This is an optimization exercise on Yosys and OpenROAD, whose aim is a short achievable clock period and few clock cycles per item, not a production implementation. Only simulation tests tie the RTL to the original design; equivalence was not proved. No activity file was given, so power comes from the tool's default toggle rates.

**flow/run.sh**
```bash
#!/bin/bash
# synth_recipe.tcl (not shown) runs the flow's synth.tcl, then flattens the netlist and writes it again
# the make line also repeats each setting of config.mk as NAME=value (left out here)
make -C /OpenROAD-flow-scripts/flow DESIGN_CONFIG=/design/flow/config.mk WORK_HOME=/design/flow/orfs CLKGATE_MAP_FILE= SYNTH_SCRIPT=/design/flow/synth_recipe.tcl finish
```
**flow/config.mk**
```make
export PLATFORM = sky130hd
export DESIGN_NAME = xbus_filter
export DESIGN_NICKNAME = xbus_filter
export VERILOG_FILES = /design/flow/design.v
export SDC_FILE = /design/flow/constraint.sdc
export NUM_CORES = 4
export LEC_CHECK = 0
export CAP_MARGIN = 20
export CORE_MARGIN = 2
export CORE_UTILIZATION = 55
export SETUP_SLACK_MARGIN = 2.4
export SLEW_MARGIN = 20
export TNS_END_PERCENT = 20
```
**flow/constraint.sdc**
```tcl
create_clock -name core_clock -period 4.5 [get_ports {clk}]
set_input_delay 0.9000 -clock core_clock [delete_from_list [all_inputs] [get_ports {clk}]]
set_output_delay 0.9000 -clock core_clock [all_outputs]
set_load 0.01 [all_outputs]
```
**flow/design.v**
```verilog
`timescale 1ns/10ps
`default_nettype none
module xbus_filter_cache #(
    parameter int NB = 3
) (
    input  logic             clk,
    input  logic             arst_n,
    input  logic [65:0]      in_pkt,
    input  logic [NB*9-1:0]  take,
    input  logic [NB-1:0]    release_bank,
    output logic [NB*9-1:0]  rdy,
    output logic [NB*144-1:0] data,
    output logic [NB*9-1:0]  pad,
    output logic             prog_full
);
    localparam int NK = 9;
    localparam int NS = NB * NK;
    localparam int Q = 4;
    localparam logic [1:0] TAG_HEAD = 2'd1;
    logic [80:0]   h_word1h;
    logic [17:0]   h_lane;
    logic [8:0]    h_pad;
    logic          in_head;
    logic          in_body;
    logic          inwin;
    logic [3:0]    nbody;
    logic          inwin_next;
    logic [3:0]    nbody_next;
    logic [NB-1:0] na;
    logic [NB-1:0] cb;
    logic [NB-1:0] busy;
    logic [8:0]    pk1h [0:NK-1];
    logic [1:0]    lane_r [0:NK-1];
    logic [15:0]   lane_vec [0:NK-1];
    logic [NS-1:0] we;
    logic [NS-1:0] we_head;
    xbus_filter_cmd_gen xbus_filter_cmd_gen_inst (
        .win_x  (in_pkt[15:0]),
        .win_y  (in_pkt[31:16]),
        .word1h (h_word1h),
        .lane   (h_lane),
        .pad    (h_pad)
    );
    assign in_head = !inwin && in_pkt[65:64] == TAG_HEAD;
    assign in_body = inwin && in_pkt[65:64] != 2'd0;
    always_comb begin
        inwin_next = inwin;
        nbody_next = nbody;
        if (in_head) begin
            inwin_next = 1'b1;
            nbody_next = '0;
        end else if (in_body) begin
            nbody_next = nbody + 4'd1;
            if (nbody == 4'd8) inwin_next = 1'b0;
        end
    end
    always_ff @(posedge clk or negedge arst_n) begin
        if (!arst_n) begin
            inwin <= 1'b0;
            nbody <= '0;
            na <= NB'(1);
            cb <= '0;
            prog_full <= 1'b0;
            for (int k = 0; k < NK; k++) begin
                pk1h[k] <= '0;
            end
        end else begin
            inwin <= inwin_next;
            nbody <= nbody_next;
            if (in_head) begin
                na <= {na[NB-2:0], na[NB-1]};
                cb <= na;
                for (int k = 0; k < NK; k++) begin
                    pk1h[k] <= h_word1h[k*9 +: 9];
                end
            end else if (in_body) begin
                for (int k = 0; k < NK; k++) begin
                    pk1h[k] <= pk1h[k] >> 1;
                end
            end
            prog_full <= |(busy & (in_head ? {na[NB-2:0], na[NB-1]} : na))
                && (!inwin_next || nbody_next == 4'd8);
        end
    end
    always_ff @(posedge clk) begin
        if (in_head) begin
            for (int k = 0; k < NK; k++) begin
                lane_r[k] <= h_lane[k*2 +: 2];
            end
        end
    end
    always_comb begin
        for (int k = 0; k < NK; k++) begin
            lane_vec[k] = {in_pkt[(Q + lane_r[k]) * 8 +: 8], in_pkt[lane_r[k] * 8 +: 8]};
        end
        for (int b = 0; b < NB; b++) begin
            for (int k = 0; k < NK; k++) begin
                we[b*NK+k] = in_body && cb[b] && pk1h[k][0];
                we_head[b*NK+k] = in_head && na[b];
            end
        end
    end
    always_ff @(posedge clk) begin
        for (int i = 0; i < NS; i++) begin
            if (we[i]) begin
                data[i*16 +: 16] <= lane_vec[i % NK];
            end
            if (we_head[i]) begin
                pad[i] <= h_pad[i % NK];
            end
        end
    end
    always_ff @(posedge clk or negedge arst_n) begin
        if (!arst_n) begin
            rdy <= '0;
            busy <= '0;
        end else begin
            rdy <= we | (we_head & {NB{h_pad}}) | (rdy & ~take);
            for (int b = 0; b < NB; b++) begin
                if (in_head && na[b]) begin
                    busy[b] <= 1'b1;
                end else if (release_bank[b]) begin
                    busy[b] <= 1'b0;
                end
            end
        end
    end
endmodule
`default_nettype wire
`timescale 1ns/10ps
`default_nettype none
module xbus_filter_cmd_gen (
    input  logic [15:0] win_x,
    input  logic [15:0] win_y,
    output logic [80:0] word1h,
    output logic [17:0] lane,
    output logic [8:0]  pad
);
    localparam int IMG_H = 6;
    localparam int IMG_W = 6;
    localparam int PAD_U = 1;
    localparam int PAD_L = 1;
    logic [IMG_H-1:0] row1h [0:2];
    logic [IMG_W-1:0] col1h [0:2];
    always_comb begin
        for (int i = 0; i < 3; i++) begin
            for (int r = 0; r < IMG_H; r++) begin
                row1h[i][r] = win_y == 16'(r + PAD_U - i);
            end
            for (int c = 0; c < IMG_W; c++) begin
                col1h[i][c] = win_x == 16'(c + PAD_L - i);
            end
        end
        for (int kh = 0; kh < 3; kh++) begin
            for (int kw = 0; kw < 3; kw++) begin
                logic [2:0] ccol;
                logic [2:0] crow;
                ccol = win_x[2:0] + 3'(kw) - 3'(PAD_L);
                crow = win_y[2:0] + 3'(kh) - 3'(PAD_U);
                pad[kh*3+kw] = !(|row1h[kh] && |col1h[kw]);
                lane[(kh*3+kw)*2 +: 2] = {crow[0] ^ ccol[1], ccol[0]};
                for (int j = 0; j < 9; j++) begin
                    logic hit;
                    hit = 1'b0;
                    for (int r = 0; r < IMG_H; r++) begin
                        for (int c = 0; c < IMG_W; c++) begin
                            if ((r * IMG_W + c) / 4 == j) begin
                                hit = hit || (row1h[kh][r] && col1h[kw][c]);
                            end
                        end
                    end
                    word1h[(kh*3+kw)*9+j] = hit;
                end
            end
        end
    end
endmodule
`default_nettype wire
`timescale 1ns/10ps
`default_nettype none
module xbus_filter_exec #(
    parameter int NB = 3
) (
    input  logic             clk,
    input  logic             arst_n,
    input  logic [NB*9-1:0]  rdy,
    input  logic [NB*144-1:0] data,
    input  logic [NB*9-1:0]  pad,
    input  logic [7:0]       pad_value,
    output logic [NB*9-1:0]  take,
    output logic [NB-1:0]    release_bank,
    output logic             vec_wr_en,
    output logic [15:0]      vec_din,
    input  logic             vec_full
);
    localparam int NK = 9;
    localparam int NS = NB * NK;
    logic [NS-1:0] sel;
    logic          vf_q;
    logic          issue;
    logic [15:0]   rd_data;
    assign take = vf_q ? '0 : sel;
    assign issue = |(take & rdy);
    always_comb begin
        for (int b = 0; b < NB; b++) begin
            release_bank[b] = issue && sel[b*NK+NK-1];
        end
        rd_data = '0;
        for (int i = 0; i < NS; i++) begin
            rd_data = rd_data | (data[i*16 +: 16] & {16{sel[i]}});
        end
        if (|(pad & sel)) begin
            rd_data = {pad_value, pad_value};
        end
    end
    always_ff @(posedge clk or negedge arst_n) begin
        if (!arst_n) begin
            sel <= NS'(1);
            vf_q <= 1'b1;
            vec_wr_en <= 1'b0;
        end else begin
            vf_q <= vec_full;
            if (issue) begin
                sel <= {sel[NS-2:0], sel[NS-1]};
            end
            vec_wr_en <= issue;
        end
    end
    always_ff @(posedge clk) begin
        vec_din <= rd_data;
    end
endmodule
`default_nettype wire
`timescale 1ns/10ps
`default_nettype none
module xbus_filter (
    input  logic        clk,
    input  logic        arst_n,
    input  logic [65:0] in_pkt,
    input  logic [7:0]  pad_value,
    output logic        vec_wr_en,
    output logic [15:0] vec_din,
    input  logic        vec_full,
    output logic        cache_full
);
    localparam int NB = 2;
    logic [NB*9-1:0] rdy;
    logic [NB*144-1:0] data;
    logic [NB*9-1:0] pad;
    logic [NB*9-1:0] take;
    logic [NB-1:0]   release_bank;
    xbus_filter_cache #(.NB(NB)) xbus_filter_cache_inst (
        .clk          (clk),
        .arst_n       (arst_n),
        .in_pkt       (in_pkt),
        .take         (take),
        .release_bank (release_bank),
        .rdy          (rdy),
        .data         (data),
        .pad          (pad),
        .prog_full    (cache_full)
    );
    xbus_filter_exec #(.NB(NB)) xbus_filter_exec_inst (
        .clk          (clk),
        .arst_n       (arst_n),
        .rdy          (rdy),
        .data         (data),
        .pad          (pad),
        .pad_value    (pad_value),
        .take         (take),
        .release_bank (release_bank),
        .vec_wr_en    (vec_wr_en),
        .vec_din      (vec_din),
        .vec_full     (vec_full)
    );
endmodule
`default_nettype wire
```
==> results of run 1 <==
## power by group through the flow
stage | sequential (mW) | clock, mW | combinational (mW)
2_1_floorplan | 5.17 | 0 | 1.02
3_3_place_gp | 5.26 | 0 | 1.38
3_5_place_dp | 5.26 | 0 | 1.43
4_1_cts | 5.18 | 3.89 | 1.49
5_1_grt | 5.23 | 4.06 | 1.70
6_report | 5.19 | 3.86 | 1.54
## Yosys cell counts (4+ instances only)
cell type / instances
mux4_1: 7
nand3_1: 11
nand4_1: 26
a22o_1: 58
a221oi_1: 76
edfxtp_1: 314
a21oi_1: 84
ha_1: 6
buf_1: 7
a22oi_1: 53
nor2_1: 99
nand2b_1: 19
or3_1: 17
clkbuf_8: 5
buf_2: 18
a32o_1: 4
nor3_1: 9
dfxtp_1: 16
o21ai_0: 59
mux2_2: 35
o22ai_1: 5
clkbuf_1: 78
dfrtp_1: 128
inv_1: 23
mux4_2: 89
nor4_1: 5
a31oi_1: 8
nand3b_1: 5
and3_1: 38
nand2_1: 59
## sequential cells by signal (all words and copies together) (netlist names), 2 cells and up
name,count
xbus_filter_cache_inst.lane_r,8
xbus_filter_cache_inst.pk1h,81
xbus_filter_cache_inst.na,2
xbus_filter_cache_inst.cb,2
xbus_filter_cache_inst.data,288
xbus_filter_cache_inst.rdy,18
xbus_filter_cache_inst.busy,2
xbus_filter_cache_inst.nbody,4
xbus_filter_cache_inst.pad,18
xbus_filter_exec_inst.sel,18
xbus_filter_exec_inst.vec_din,16
## what timing repair did
item                       CTS  global route
gates cloned                 6             0
setup buffers               33            16
gates resized for setup    162           110
setup endpoints to repair  562           536
hold endpoints to repair     0             0
pin swaps                   25            16
## per-layer routing
layer,vias up,wire length (um)
li1,5930,-
met1,7312,25500
met2,953,30000
met3,141,7870
met4,0,1830
met5,-,0
## kinds of logic (layout without fill, tap and decap cells)
family	count (synthesis)	count (layout)	share of synthesized area (%)
compound gates	361	362	12.4
simple gates	308	309	7.87
mux	134	134	12.7
fa+ha+maj	6	6	0.366
xor+xnor	5	5	0.213
buf+inv	134	303	2.88
flops	461	461	63.5
## worst max-delay path by stage
stage,start,endpoint,slack (ps),depth (start not counted)
2_1_floorplan,in_pkt[65],xbus_filter_cache_inst.pk1h[7][4],2270,8
4_1_cts,xbus_filter_exec_inst.vec_din[2],vec_din[2],2170,1
3_3_place_gp,in_pkt[13],xbus_filter_cache_inst.pk1h[8][4],1090,7
6_report,xbus_filter_exec_inst.sel[3],xbus_filter_exec_inst.vec_din[0],2230,6
3_5_place_dp,in_pkt[1],xbus_filter_cache_inst.rdy[13],1070,8
5_1_grt,xbus_filter_exec_inst.sel[3],xbus_filter_exec_inst.vec_din[0],2140,6
## final cells by class
class,instances,area share [%]
Inverter,23,0.426
Timing Repair inverter,1,0.0304
Clock buffer,70,5.49
Multi-Input combinational cell,816,30.2
Sequential cell,461,52.8
Tap cell,468,2.37
Timing Repair Buffer,192,8.06
Clock inverter,17,0.629
## through the flow
stage	cells	setup WS, ps
after global placement	1903	1090
after floorplan	1409	2270
after CTS	2032	2170
after global routing	2048	2140
final	2048	2230
after detailed placement	1906	1070
==> notes.md, run 1 <==
status=complete, no violations; DRT Pass-1 Iters=5; GRT Residual Overflow=0; average wire per standard cell=31.8 um; Max Buffers Root-to-Sink=3; IO buf count=94; final setup TNS=0 ps; Most used DFF post-synth=edfxtp_1; GP Congestion=0.865; Period minus WS final=2270 ps; Leak=9.05 nW; clock network power share=36.5%; # diodes=0; synthesized area=20,500 um2; #FFs+latches synth=461; placed cell area=22,100 um2; f_max=441 MHz; RR Endpoint=xbus_filter_exec_inst.vec_din[0]; R2R cell count=6; die height=197 um; clock slew at reported path FFs=60 ps; worst path cell trace=buf_6, a22o_1, a221oi_1, and3_1, nand4_1, mux2_4; largest net degree at the start of global routing=99; Final Hold Vio Count=0; Post-synth EDFFs=314; crit-path max FO=16; max-slew violations=0; num rows=70; Worst Hold Class=input pin to async pin; DP Wirelength=38,200 um; Cell Int Power=7.85 mW; DRC viols=0; CTS H-Tree Depth=2; Synth top area share=45.9%; Vias=14,336; CTS sink count=461; most common cell after layout, fill and taps aside=edfxtp_1; hold_ws=401 ps; Avg Cell Area, Syn=14.6 um2; gr usage total=34.2%; Final Core Density=67.3%; sw frac=25.8%; synth warn=8; Synth area leaders=edfxtp_1 46%, dfrtp_1 16%, mux4_2 9.8%, a221oi_1 3.2%, a22o_1 2.5%; Yosys top cell by area=edfxtp_1; Initial Util=55.9%; cts bufs inserted=47; Critical Path AT=2730 ps; Async SR Flop Fraction=28.4%; initial antenna violation count=0; Crit Path Category=flop to flop; met2 global-route usage=52.4%; GR peak layer=met2; final net count=1,625; CTS root buf=clkbuf_16; WP data required=4960 ps; Via density=7.00; final WL=65,200 um; vias in the first global route=13,842; sequential area share after synthesis=63.5%; flop-to-flop setup slack=2230 ps; Synth cell types=58; Tightest Pin Transition=897 ps; Routed Antenna Nets=0; Peak VDD IR=368 uV; most frequent cells in the layout=314 x edfxtp_1, 123 x dfrtp_1, 89 x mux4_2; Total Power=10.6 mW; register area=13,000 um2; TritonCTS clock tree=yes; initial DRC count=1,652; Slowest cell on crit path=dfrtp_1; clock skew=19.1 ps; pwr/cell area=429 nW/um2; # IOs=95; # hold bufs at CTS=0; # setup viols final=0; layout cells sized above 1=26.8%; Area growth syn-to-layout=20.3%; max_cap viols=0; met3 usage=9.17%; Gate power share=14.5%; Synthesized Nets=1,492; max incr delay on CP=480 ps; Filler cells=2,651; die area=38,900 um2; Cells after Synth=1,409; core footprint=36,700 um2; Worst setup EP type=flop; clock latency (worst-skew pair)=590 ps; Design Area, Final=24,700 um2; wire length of the first global-routing pass=94,300 um; Crit path max-delay family=simple AND/OR/NAND/NOR gates; P_sw=2.74 mW; Reg power frac=49.0%; met1 GRT Util=48.6%; CP Launch Type=flop; Final period util=50.4%; Relative slew margins=40.2%; RSZ-0062 raised after global routing=yes; worst path bufs/invs=1; multi-input logic area=7440 um2; Die W=197 um; reg-to-reg startpoint=xbus_filter_exec_inst.sel[3]
Testbench counts, summed over its fixed seeds: cycles 3,894, windows 384.
==> inputs of run 2 (changes only) <==
--- a/flow/config.mk
+++ b/flow/config.mk
@@ -8,6 +8,6 @@
 export CAP_MARGIN = 20
 export CORE_MARGIN = 2
 export CORE_UTILIZATION = 55
-export SETUP_SLACK_MARGIN = 2.4
+export SETUP_SLACK_MARGIN = 2.8
 export SLEW_MARGIN = 20
-export TNS_END_PERCENT = 20
+export TNS_END_PERCENT = 100
==> notes.md, run 2 <==
status=complete, no violations; Leak=10.1 nW (+12%); # IOs=95 (unchanged); R2R cell count=6 (unchanged); Crit Path Category=flop to flop; DRC viols=0 (unchanged); DRT Pass-1 Iters=5 (unchanged); Relative slew margins=48.0% (+7.8 points); max_cap viols=0 (unchanged); GP Congestion=0.848 (-1.9%); Die W=197 um (unchanged); Synthesized Nets=1,492 (unchanged); clock skew=31.3 ps (+12.2 ps); Most used DFF post-synth=edfxtp_1; largest net degree at the start of global routing=84 (-15%); Initial Util=55.9% (unchanged); core footprint=36,700 um2 (unchanged); Critical Path AT=2720 ps (about the same); Slowest cell on crit path=dfrtp_4; Post-synth EDFFs=314 (unchanged); Max Buffers Root-to-Sink=3 (unchanged); CTS root buf=clkbuf_16; #FFs+latches synth=461 (unchanged); sequential area share after synthesis=63.5% (unchanged); max reg flops=288 (unchanged); Final period util=50.1% (-0.31 points); Period minus WS final=2250 ps (-13.9 ps); layout cells sized above 1=42.9% (+16 points); clock latency (worst-skew pair)=580 ps (about the same); Peak VDD IR=366 uV (-0.46%); Synth cell types=58 (unchanged); Yosys top cell by area=edfxtp_1; Final Hold Vio Count=0 (unchanged); flop-to-flop setup slack=2250 ps (about the same); cts bufs inserted=47 (unchanged); CP Launch Type=flop; initial antenna violation count=2 (+2); Cell Count, Final, Fillers Out=2,183 (+6.6%); CTS sink count=461 (unchanged); Async SR Flop Fraction=28.4% (unchanged); placed cells=1,902 (-0.21%); RR Endpoint=xbus_filter_exec_inst.vec_din[1]; RSZ-0062 raised after global routing=yes; Cells after Synth=1,409 (unchanged); die height=197 um (unchanged); max incr delay on CP=550 ps (+70 ps); biggest regs=xbus_filter_cache_inst.data (288), xbus_filter_cache_inst.pk1h (81); initial DRC count=1,880 (+14%); Vias=15,505 (+8.2%); TritonCTS clock tree=yes; max-slew violations=0 (unchanged); WP data required=4970 ps (about the same); Synth top area share=45.9% (unchanged); Total Power=11.3 mW (+6.5%); # hold bufs at CTS=0 (unchanged); pwr/cell area=406 nW/um2 (-5.5%); Area growth syn-to-layout=35.4%; CTS H-Tree Depth=2 (unchanged); Worst setup EP type=flop; largest reg by FF count=xbus_filter_cache_inst.data; synthesized area=20,500 um2 (unchanged); vias in the first global route=15,067 (+8.8%); Synth area leaders=edfxtp_1 46%, dfrtp_1 16%, mux4_2 9.8%, a221oi_1 3.2%, a22o_1 2.5%; DP Wirelength=37,600 um (-1.5%); clock slew at reported path FFs=60 ps (about the same); most frequent cells in the layout=314 x edfxtp_1, 120 x dfrtp_1, 94 x buf_4; final net count=1,761 (+8.4%); gr usage total=36.3% (+2.1 points); top cells by count, synth=314 x edfxtp_1, 128 x dfrtp_1, 99 x nor2_1; Tightest Pin Transition=780 ps (-117 ps); num rows=70 (unchanged); Via density=7.10 (+1.5%); reg-to-reg startpoint=xbus_filter_exec_inst.sel[5]; count leader, synth=edfxtp_1; final WL=72,600 um (+11%); GRT Residual Overflow=0 (unchanged); crit-path max FO=6 (-10); Worst Hold Class=input pin to async pin; synth warn=8 (unchanged); worst path cell trace=buf_12, a22o_1, a221oi_2, and3_1, nand4_1, mux2_4; die area=38,900 um2 (unchanged); final setup TNS=0 ps (unchanged); most common cell after layout, fill and taps aside=edfxtp_1; # setup viols final=0 (unchanged); Routed Antenna Nets=0 (unchanged); IO buf count=94 (unchanged); wire length of the first global-routing pass=101,000 um (+6.9%); f_max=444 MHz (+0.62%); average wire per standard cell=33.3 um (+4.5%); Avg Cell Area, Syn=14.6 um2 (unchanged)
[run 2: layout make-up]
cell class	count	area (um2)
sequential	461	13100
fill	2158	8900
multi-input combinational	816	8360
timing repair buffer	326	4090
clock buffer	61	1300
tap	468	586
clock inverter	24	248
inverter	23	125
timing repair inverter	3	30.0
antenna	1	2.50
[run 2: critical path: cells and delay by family, from the launching register on]
kind	cells	cell delay, ps
AOI/OAI and AO/OA	2	430
buffers and inverters	1	190
DFF	1	550
muxes	1	420
and+or+nand+nor	2	560
[run 2: power by group]
part,internal (mW),switching [mW]
combinational,0.962,1.13
clock,2.32,1.64
sequential,4.96,0.259
[run 2: stage by stage]
stage                     util (%)  hold slack [ps]  area [um2]  worst slack, ps
after floorplan                  -              440       21100             2270
after global placement        60.8              459       22300             1130
after detailed placement      60.8              460       22300             1130
after CTS                     73.1              389       26800             2390
after global routing          75.7              430       27800             2270
final                         75.7              360       27800             2250
[run 2: worst max path at each step]
stage | from | endpoint | cells past startpoint
after floorplan | in_pkt[65] | xbus_filter_cache_inst.pk1h[7][4] | 8
after global placement | in_pkt[16] | xbus_filter_cache_inst.pk1h[6][4] | 6
after detailed placement | in_pkt[1] | xbus_filter_cache_inst.pad[5] | 7
after CTS | xbus_filter_exec_inst.sel[5] | xbus_filter_exec_inst.vec_din[0] | 6
after global routing | xbus_filter_exec_inst.sel[14] | xbus_filter_exec_inst.vec_din[1] | 6
final | xbus_filter_exec_inst.sel[5] | xbus_filter_exec_inst.vec_din[1] | 6
[run 2: routing by layer]
layer | GRT usage (%) | vias up | share of wire, %
met2 | 57.7 | 1205 | 47
met5 | 0 | - | 0.012
li1 | - | 6234 | -
met1 | 50.0 | 7876 | 37
met3 | 8.54 | 188 | 12
met4 | 12.3 | 2 | 3.3
[run 2: repair_timing]
action,CTS,global route
buffers inserted,144,26
pin swaps,142,98
gates cloned,14,11
gates resized for setup,535,134
endpoints found under the setup margin,790,554
[run 2: kinds of logic after synthesis]
| kind of cell | synth area share, % |
|---|---|
| xor+xnor | 0.213 |
| buf+inv | 2.88 |
| flops | 63.5 |
| mux | 12.7 |
| simple gates | 7.87 |
| compound gates | 12.4 |
| fa+ha+maj | 0.366 |
==> inputs of run 3 (changes only) <==
--- a/flow/config.mk
+++ b/flow/config.mk
@@ -7,7 +7,5 @@
 export LEC_CHECK = 0
 export CAP_MARGIN = 20
 export CORE_MARGIN = 2
-export CORE_UTILIZATION = 55
-export SETUP_SLACK_MARGIN = 2.8
+export CORE_UTILIZATION = 40
 export SLEW_MARGIN = 20
-export TNS_END_PERCENT = 100
==> notes.md, run 3 <==
Post-synth EDFFs=314 (unchanged); Cell Int Power=7.77 mW (-5.7%); core footprint=51,000 um2 (+39%); Compound-Gate Fraction of Synth Area=12.4% (unchanged); Vias=13,997 (-9.7%); die area=53,100 um2 (+37%); most common cell after layout, fill and taps aside=edfxtp_1; CTS H-Tree Depth=2 (unchanged); IO buf count=94 (unchanged); XOR/XNOR Fraction of Synth Area=0.213% (unchanged); Yosys top cell by area=edfxtp_1; clock skew=23.5 ps (-7.75 ps); RR Endpoint=xbus_filter_exec_inst.vec_din[6]; final net count=1,588 (-9.8%); Die W=231 um (+17%); TritonCTS clock tree=yes; Synth Area in Adders=0.366% (unchanged); Synthesized Nets=1,492 (unchanged); synthesized area=20,500 um2 (unchanged); worst setup margin=1320 ps (-923 ps); Peak VDD IR=320 uV (-12%); Via density=6.29 (-11%); Period minus WS final=3180 ps (+923 ps); # hold bufs at CTS=0 (unchanged); initial antenna violation count=2 (unchanged); num rows=83 (+19%); Relative slew margins=33.5% (-15 points); CP Launch Type=input pin; final WL=65,300 um (-10%); Most used DFF post-synth=edfxtp_1; # diodes=0 (-1); pwr/cell area=441 nW/um2 (+8.8%); clock network power share=37.3% (+2.1 points); count leader, synth=edfxtp_1; Crit Path Category=input pin to flop; top cells by count, synth=314 x edfxtp_1, 128 x dfrtp_1, 99 x nor2_1; Place WS=797 ps (-333 ps); DP Wirelength=40,000 um (+6.3%); reg-to-reg startpoint=xbus_filter_exec_inst.sel[5]; Worst setup EP type=flop; Final Hold Vio Count=0 (unchanged); Area growth syn-to-layout=16.1%; P_sw=2.75 mW (-9.5%); largest reg by FF count=xbus_filter_cache_inst.data; largest net degree at the start of global routing=105 (+25%); Synth top area share=45.9% (unchanged); biggest regs=xbus_filter_cache_inst.data (288), xbus_filter_cache_inst.pk1h (81); sequential area share after synthesis=63.5% (unchanged); Cells after Synth=1,409 (unchanged); Routed Antenna Nets=0 (unchanged); R2R cell count=5 (-1); initial DRC count=1,804 (-4.0%); Resized cells post-CTS=0 (-100%); average wire per standard cell=29.3 um (-12%); most frequent cells in the layout=314 x edfxtp_1, 128 x dfrtp_1, 99 x nor2_1; clock slew at reported path FFs=60 ps (about the same); final setup TNS=0 ps (unchanged); mux contribution to synthesized area=12.7% (unchanged); clock latency (worst-skew pair)=610 ps (+30 ps); Leak=8.35 nW (-18%); largest family of logic cells by synthesized area=multiplexers; DRT Pass-1 Iters=5 (unchanged); flop-to-flop setup slack=1770 ps (-480 ps); Initial Util=40.2% (-16 points); Tightest Pin Transition=998 ps (+218 ps); DRC viols=0 (unchanged); max-slew violations=0 (unchanged); vias in the first global route=13,628 (-9.6%); RSZ-0062 raised after global routing=no; post-CTS setup buffer count=0 (-100%); Gate power share=13.4% (-5.2 points); GRT Residual Overflow=0 (unchanged); Reg power frac=49.4% (+3.1 points); Async SR Flop Fraction=28.4% (unchanged); crit-path max FO=10 (+4); #FFs+latches synth=461 (unchanged); CTS root buf=clkbuf_16; CTS sink count=461 (unchanged); die height=231 um (+17%); Critical Path AT=3670 ps (+950 ps); WP data required=5000 ps (+30 ps); Avg Cell Area, Syn=14.6 um2 (unchanged); gr usage total=24.5% (-12 points); layout cells sized above 1=17.9% (-25 points); synth warn=8 (unchanged); Worst Hold Class=input pin to async pin; sw frac=26.1% (-0.80 points); # IOs=95 (unchanged); cts bufs inserted=49 (+4.3%); Synth area leaders=edfxtp_1 46%, dfrtp_1 16%, mux4_2 9.8%, a221oi_1 3.2%, a22o_1 2.5%; Synth cell types=58 (unchanged); max_cap viols=0 (unchanged); max reg flops=288 (unchanged); Final period util=70.6% (+21 points); # setup viols final=0 (unchanged); area share of and/or/nand/nor cells after synthesis=7.87% (unchanged); wire length of the first global-routing pass=93,900 um (-6.9%); Max Buffers Root-to-Sink=3 (unchanged); GP Congestion=0.842 (-0.71%); status=complete, no violations; f_max=315 MHz (-29%)
## run 3: cell counts after synthesis
Identical to the previous run, type by type.
## run 3: per-layer routing
layer  up-vias  routed length [um]  track usage (%)
met3       139                7090             6.25
met5         -                  11                0
met2       801               29700             38.1
met4         2                2160             8.17
li1       5842                   -                -
met1      7213               26300             33.7
## run 3: layout make-up
cell class / instances / area [um2]
timing repair buffer: 156 / 1410
clock buffer: 62 / 1310
tap: 680 / 851
clock inverter: 28 / 231
multi-input combinational: 814 / 6920
inverter: 23 / 86.3
fill: 4418 / 27200
sequential: 461 / 13000
## run 3: logic make-up after synthesis
family	count (synthesis)
DFF	461
AOI/OAI and AO/OA	361
and+or+nand+nor	308
buffers and inverters	134
muxes	134
adders and majority gates	6
xor gates and xnor gates	5
## run 3: through the flow
stage	utilization [%]	power, mW	area (um2)	cells	hold slack (ps)
after global routing	46.7	10.9	23800	2224	485
final	46.7	10.5	23800	2224	410
after detailed placement	43.7	6.66	22300	2134	457
after floorplan	-	6.18	20500	1409	433
after global placement	43.7	6.62	22300	2134	447
after CTS	46.7	10.6	23800	2224	453
## run 3: worst max path at each step
stage,from,to,slack (ps),depth (start not counted)
floorplan,in_pkt[0],xbus_filter_cache_inst.pad[11],2090,6
global placement,in_pkt[0],xbus_filter_cache_inst.rdy[1],920,8
detailed placement,in_pkt[0],xbus_filter_cache_inst.rdy[4],800,8
CTS,in_pkt[0],xbus_filter_cache_inst.rdy[4],1420,8
global route,in_pkt[0],xbus_filter_cache_inst.rdy[1],1150,8
finish,in_pkt[0],xbus_filter_cache_inst.rdy[4],1320,8
## run 3: power by group through the flow
stage / sequential, mW / clock [mW] / combinational (mW)
final: 5.19 / 3.92 / 1.41
after global routing: 5.23 / 4.13 / 1.55
after CTS: 5.19 / 3.96 / 1.40
after detailed placement: 5.27 / 0 / 1.39
after global placement: 5.26 / 0 / 1.37
after floorplan: 5.17 / 0 / 1.01
## run 3: critical path, cell delays in order
cell and delay [ps]:
clkdlybuf4s50_1 690, inv_1 150, ha_1 310, nor4_1 560, nor2_1 70, o21ai_0 560
nor2_1 200, o21ai_0 220

-- separate check: timing with driven ports --
The flow's constraints put no driver on any port. The routed layouts listed below were extracted and timed again, unchanged, in two steps.
Step 1 assumes that a clkbuf_16 drives the clock port and a buf_2 every other input.
Step 2 adds t to the input delays and takes it off the output delays; t is the mean of the earliest and latest rising clock arrival at the registers after step 1. Input paths then give back, and output paths get back, about the clock's delay inside the block.
Slacks: ideal / step 1 / step 2; pairs: ideal / step 1.
run	t (ns)	setup slack, ns	worst slew at a driven data input, ns
run 1	0.629	2.232 / 2.232 / 1.734	0.07
run 2	0.617	2.246 / 2.246 / 1.813	0.08
run 3	0.652	1.324 / 1.356 / 0.704	0.10
After both steps every run listed still meets setup and hold. The setup slack of run 3, which loses most, moves by +0.032 ns with the drivers and by -0.620 ns with both steps.
